This is an optimization exercise on Yosys and OpenROAD, whose aim is small area, a short achievable clock period and few clock cycles per item, not a production implementation.
RTL that was checked went through simulation tests only; none was proved equivalent to the original.

==> inputs of run a <==
## wavelength_to_rgb_core
module wavelength_to_rgb_core (
  input  logic        clk_i,
  input  logic        rst_ni,
  input  logic        in_valid_i,
  output logic        in_ready_o,
  input  logic [13:0] wavelength_i,
  output logic        out_valid_o,
  input  logic        out_ready_i,
  output logic [7:0]  red_o,
  output logic [7:0]  green_o,
  output logic [7:0]  blue_o
);
Settings: LEC_CHECK=0, ABC_AREA=1, CAP_MARGIN=20, CORE_MARGIN=2, CORE_UTILIZATION=45, SETUP_SLACK_MARGIN=3.6, SLEW_MARGIN=20, SYNTH_MEMORY_MAX_BITS=32768; clock period 7.0 ns.
run.sh (not shown) runs the stock make flow with config.mk's settings and CLKGATE_MAP_FILE= SYNTH_SCRIPT=/design/flow/synth_recipe.tcl, a recipe that flattens the netlist after the stock synthesis.
==> run b: changes against run a <==
--- a/flow/design.v
+++ b/flow/design.v
@@ -3,23 +3,23 @@
   localparam logic [13:0] W420 = 14'd6720;
   localparam logic [13:0] W440 = 14'd7040;
   localparam logic [13:0] W490 = 14'd7840;
   localparam logic [13:0] W510 = 14'd8160;
   localparam logic [13:0] W580 = 14'd9280;
   localparam logic [13:0] W645 = 14'd10320;
   localparam logic [13:0] W700 = 14'd11200;
   localparam logic [13:0] W780 = 14'd12480;
-  localparam logic [2:0] R_LO  = 3'd0;
-  localparam logic [2:0] R_VIO = 3'd1;
-  localparam logic [2:0] R_BLU = 3'd2;
-  localparam logic [2:0] R_CYA = 3'd3;
-  localparam logic [2:0] R_GRN = 3'd4;
-  localparam logic [2:0] R_YEL = 3'd5;
-  localparam logic [2:0] R_RED = 3'd6;
+  localparam logic [2:0] R_LO  = 3'd6;
+  localparam logic [2:0] R_VIO = 3'd0;
+  localparam logic [2:0] R_BLU = 3'd1;
+  localparam logic [2:0] R_CYA = 3'd2;
+  localparam logic [2:0] R_GRN = 3'd3;
+  localparam logic [2:0] R_YEL = 3'd4;
+  localparam logic [2:0] R_RED = 3'd5;
   localparam logic [2:0] R_HI  = 3'd7;
 endpackage
 module w2rgb_gamma_rom (
   input  logic [10:0] idx_i,
   output logic [7:0] val_o
 );
   always_comb begin
     case (idx_i)
@@ -4130,95 +4130,80 @@
       11'd2046: val_o = 8'd106;
       11'd2047: val_o = 8'd106;
       default: val_o = 8'd0;
     endcase
   end
 endmodule
 module w2rgb_mul_rom0 (
   input  logic [6:0] idx_i,
-  output logic [22:0] val_o
+  output logic [15:0] val_o
 );
-  localparam logic [2943:0] TABLE = 2944'h9e0b333b870a75ef5ce9a149cec7b39499a71747ce0ab89bcdc3370c2a6cf99cd7b5c9aaf0b34ceba687ebccec009e0b333b870a75ef5ce9a149cec7b39499a71747ce0ab89bcdc3370c2a6cf99cd7b5c9aaf0b34ceba687ebccec0007a2780e48e01a99a03143005aa580a58a012b9202182003b2380668600ad8a011c1001ba1802782002f820020000719f80d49e018bfa02dd700545d809a1a0116f201f3600371b805f9600a1ea010950019d9802512002ce2001f400640180bb36015cd202867004a6780880200f66a01b9a0030cd8054ce00900200ecd00173380219a00299a00200009d7a81267a0223fe03f6100748480d48e01802602ae6004b8e8082a200dc4e0166b0022988030b6003876001f00083ff80f6ee01cbba035330061dd80b2aa01433202422003fbb806e6600baaa01311001d99802a220032220020009e0b333b870a75ef5ce9a149cec7b39499a71747ce0ab89bcdc3370c2a6cf99cd7b5c9aaf0b34ceba687ebccec00;
-  assign val_o = TABLE[idx_i * 23 +: 23];
+  localparam logic [2047:0] TABLE = 2048'h9e0b9dc39d7c9d349cec9ca59c5d9c159bce9b869b3e9af79aaf9a679a1f99d89e0b9dc39d7c9d349cec9ca59c5d9c159bce9b869b3e9af79aaf9a679a1f99d89e0b9dc39d7c9d349cec9ca59c5d9c159bce9b869b3e9af79aaf9a679a1f99d807a1072306a5062705a9052b04ad042f03b1033302b5023701b9013b00bd003f071a06a5063005ba054504d0045b03e6037102fc02870212019d012800b3003e063305cd056605000499043303cd036603000299023301cd016601000099003309d70933088f07eb074806a40600055c04b80414037002cd0229018500e1003d083e07b5072d06a4061c0593050b048203f9037102e8026001d7014f00c6003e;
+  assign val_o = TABLE[idx_i * 16 +: 16];
 endmodule
 module w2rgb_mul_rom1 (
   input  logic [6:0] idx_i,
-  output logic [18:0] val_o
+  output logic [15:0] val_o
 );
-  localparam logic [2431:0] TABLE = 2432'h433327d708e8f59ae143147a59998a14791eb81f5c235c28599988f5c0d70a11eb811eb80000433327d708e8f59ae143147a59998a14791eb81f5c235c28599988f5c0d70a11eb811eb8000076278dc8e1999a2f43056a589d8a11b921f820372385e8609d8a0fc1017a181f8201f82000006db78ccce17c5a2be3050758924a107521d4203333857c60924a0ea1015f181d4201d420000060018b33614cd2266704667880020e66a199a02ccd84cce080020ccd013338199a0199a00000999a91eba2147e3d71070a48ccce170a628f6047ae87ae20ccce147b01eb8828f6028f6000007fff8eeee1bbba333305ddd8aaaa13332222203bbb866660aaaa111101999822220222200000433327d708e8f59ae143147a59998a14791eb81f5c235c28599988f5c0d70a11eb811eb80000;
-  assign val_o = TABLE[idx_i * 19 +: 19];
+  localparam logic [2047:0] TABLE = 2048'h43333eb83a3d35c231472ccc285123d71f5c1ae1166611eb0d7008f5047a000043333eb83a3d35c231472ccc285123d71f5c1ae1166611eb0d7008f5047a000043333eb83a3d35c231472ccc285123d71f5c1ae1166611eb0d7008f5047a000076276e4766665e8656a54ec546e43f0437232f4327621f8217a10fc107e000006db766675f1657c65075492541d43a8433332be324921d4215f10ea1075000006001599b53344cce46674001399a33342ccd26672000199a13330ccd06660000999a8f5d851f7ae270a466675c2951ec47ae3d71333328f61eb8147b0a3d00007fff77776eee66665ddd55554ccc44443bbb33332aaa22221999111108880000;
+  assign val_o = TABLE[idx_i * 16 +: 16];
 endmodule
 module w2rgb_mul_rom2 (
   input  logic [5:0] idx_i,
   output logic [17:0] val_o
 );
-  localparam logic [1151:0] TABLE = 1152'h3eb84d70a2cccc8f5c1ae1447ae08f5c00003eb84d70a2cccc8f5c1ae1447ae08f5c00006e4717a184ec50fc102f4307e080fc100000666715f1849250ea102be3075080ea100000599b1333840010ccd02667066680ccd000008f5d1eb886667147b03d710a3d8147b000007777199985555111103333088881111000003eb84d70a2cccc8f5c1ae1447ae08f5c0000;
+  localparam logic [1151:0] TABLE = 1152'h3eb84d70a2cccc8f5c1ae1447ae08f5c00003eb84d70a2cccc8f5c1ae1447ae08f5c00003eb84d70a2cccc8f5c1ae1447ae08f5c00006e4717a184ec50fc102f4307e080fc100000666715f1849250ea102be3075080ea100000599b1333840010ccd02667066680ccd000008f5d1eb886667147b03d710a3d8147b00000777719998555511110333308888111100000;
   assign val_o = TABLE[idx_i * 18 +: 18];
 endmodule
 module wavelength_to_rgb_core (
   input  logic        clk_i,
   input  logic        rst_ni,
   input  logic        in_valid_i,
   output logic        in_ready_o,
   input  logic [13:0] wavelength_i,
   output logic        out_valid_o,
   input  logic        out_ready_i,
   output logic [7:0]  red_o,
   output logic [7:0]  green_o,
   output logic [7:0]  blue_o
 );
   logic       en;
   logic [3:0] v_q;
-  logic       sk_v_q;
-  logic       accept;
-  assign en     = ~v_q[3] | out_ready_i;
-  assign accept = in_valid_i & ~sk_v_q;
+  assign en = ~v_q[3] | out_ready_i;
   always_ff @(posedge clk_i or negedge rst_ni) begin
     if (!rst_ni) begin
-      v_q    <= '0;
-      sk_v_q <= 1'b0;
-    end else begin
-      if (en) begin
-        v_q <= {v_q[2:0], sk_v_q | accept};
-      end
-      sk_v_q <= (sk_v_q | accept) & ~en;
+      v_q <= '0;
+    end else if (en) begin
+      v_q <= {v_q[2:0], in_valid_i};
     end
   end
-  assign in_ready_o  = ~sk_v_q;
+  assign in_ready_o  = en;
   assign out_valid_o = v_q[3];
   logic [13:0] w;
   logic [2:0]  route_d;
   always_comb begin
     if      (wavelength_i < w2rgb_pkg::W380) w = w2rgb_pkg::W380;
     else if (wavelength_i > w2rgb_pkg::W780) w = w2rgb_pkg::W780;
     else                                     w = wavelength_i;
     if      (wavelength_i < w2rgb_pkg::W420)  route_d = w2rgb_pkg::R_LO;
     else if (wavelength_i < w2rgb_pkg::W440)  route_d = w2rgb_pkg::R_VIO;
     else if (wavelength_i < w2rgb_pkg::W490)  route_d = w2rgb_pkg::R_BLU;
     else if (wavelength_i < w2rgb_pkg::W510)  route_d = w2rgb_pkg::R_CYA;
     else if (wavelength_i < w2rgb_pkg::W580)  route_d = w2rgb_pkg::R_GRN;
     else if (wavelength_i < w2rgb_pkg::W645)  route_d = w2rgb_pkg::R_YEL;
     else if (wavelength_i <= w2rgb_pkg::W700) route_d = w2rgb_pkg::R_RED;
     else                                      route_d = w2rgb_pkg::R_HI;
   end
-  logic [2:0]  route_sk_q;
-  logic [10:0] w_sk_q;
-  always_ff @(posedge clk_i) begin
-    if (!sk_v_q) begin
-      route_sk_q <= route_d;
-      w_sk_q     <= w[10:0];
-    end
-  end
   logic [2:0]  route1_q;
   logic [10:0] w1_q;
   always_ff @(posedge clk_i) begin
     if (en) begin
-      route1_q <= sk_v_q ? route_sk_q : route_d;
-      w1_q     <= sk_v_q ? w_sk_q     : w[10:0];
+      route1_q <= route_d;
+      w1_q     <= w[10:0];
     end
   end
   logic [10:0] op_v;
   logic [10:0] op_e;
   logic        op_neg;
   logic [10:0] op;
   always_comb begin
     op_v   = w1_q;
@@ -4238,24 +4223,24 @@
   logic [2:0]  route2_q;
   logic [10:0] op_q;
   always_ff @(posedge clk_i) begin
     if (en) begin
       route2_q <= route1_q;
       op_q     <= op;
     end
   end
-  logic [23:0] pp0;
-  logic [18:0] pp1;
+  logic [15:0] pp0;
+  logic [15:0] pp1;
   logic [17:0] pp2;
   logic [24:0] prod;
   w2rgb_mul_rom0 i_mul0 (.idx_i({route2_q, op_q[3:0]}),  .val_o(pp0));
   w2rgb_mul_rom1 i_mul1 (.idx_i({route2_q, op_q[7:4]}),  .val_o(pp1));
   w2rgb_mul_rom2 i_mul2 (.idx_i({route2_q, op_q[10:8]}), .val_o(pp2));
-  assign prod = 25'(pp0) + (25'(pp1) << 4) + (25'(pp2) << 8);
+  assign prod = (25'(pp0) << 7) + (25'(pp1) << 7) + (25'(pp2) << 8);
   logic [2:0]  route3_q;
   logic [10:0] idx_q;
   always_ff @(posedge clk_i) begin
     if (en) begin
       route3_q <= route2_q;
       idx_q    <= prod[24:14];
     end
   end
Settings changed: CORE_UTILIZATION 45 to 55, SETUP_SLACK_MARGIN 3.6 to 3.2.
==> comparison <==
Against run a, the first-iteration DRC count of run b is higher by 20%. Against run b, the flip-flop and latch count of run a is higher by 15.
Testbench counts of run b, summed over its fixed seeds: cycles 24,032, items 24,000.
For run a, only the layout was checked, not whether the RTL still works.

==> separate check: timing with driven ports <==
The flow's constraints put no driver on any port. The routed layouts listed below were extracted and timed again, unchanged, in two steps.
Step 1, drivers: a clkbuf_16 drives clk_i and a buf_2 each remaining input, both assumed.
Step 2, shift: input delay + t, output delay - t, t = (earliest + latest rising clock arrival at the registers) / 2. This alone moves slack from input paths to output paths.
Three values: no drivers, after step 1, after step 2; two values: the first two.
| run | shift t [ns] | setup slack, ns | hold slack, ns | worst slew at a driven data input, ns |
|---|---|---|---|---|
| run a | 0.390 | 3.137 / 3.137 / 3.137 | 0.421 / 0.421 / 0.421 | 0.03 |
| run b | 0.385 | 2.662 / 2.662 / 2.662 | 0.424 / 0.424 / 0.424 | 0.03 |
After both steps every run listed still meets setup and hold.
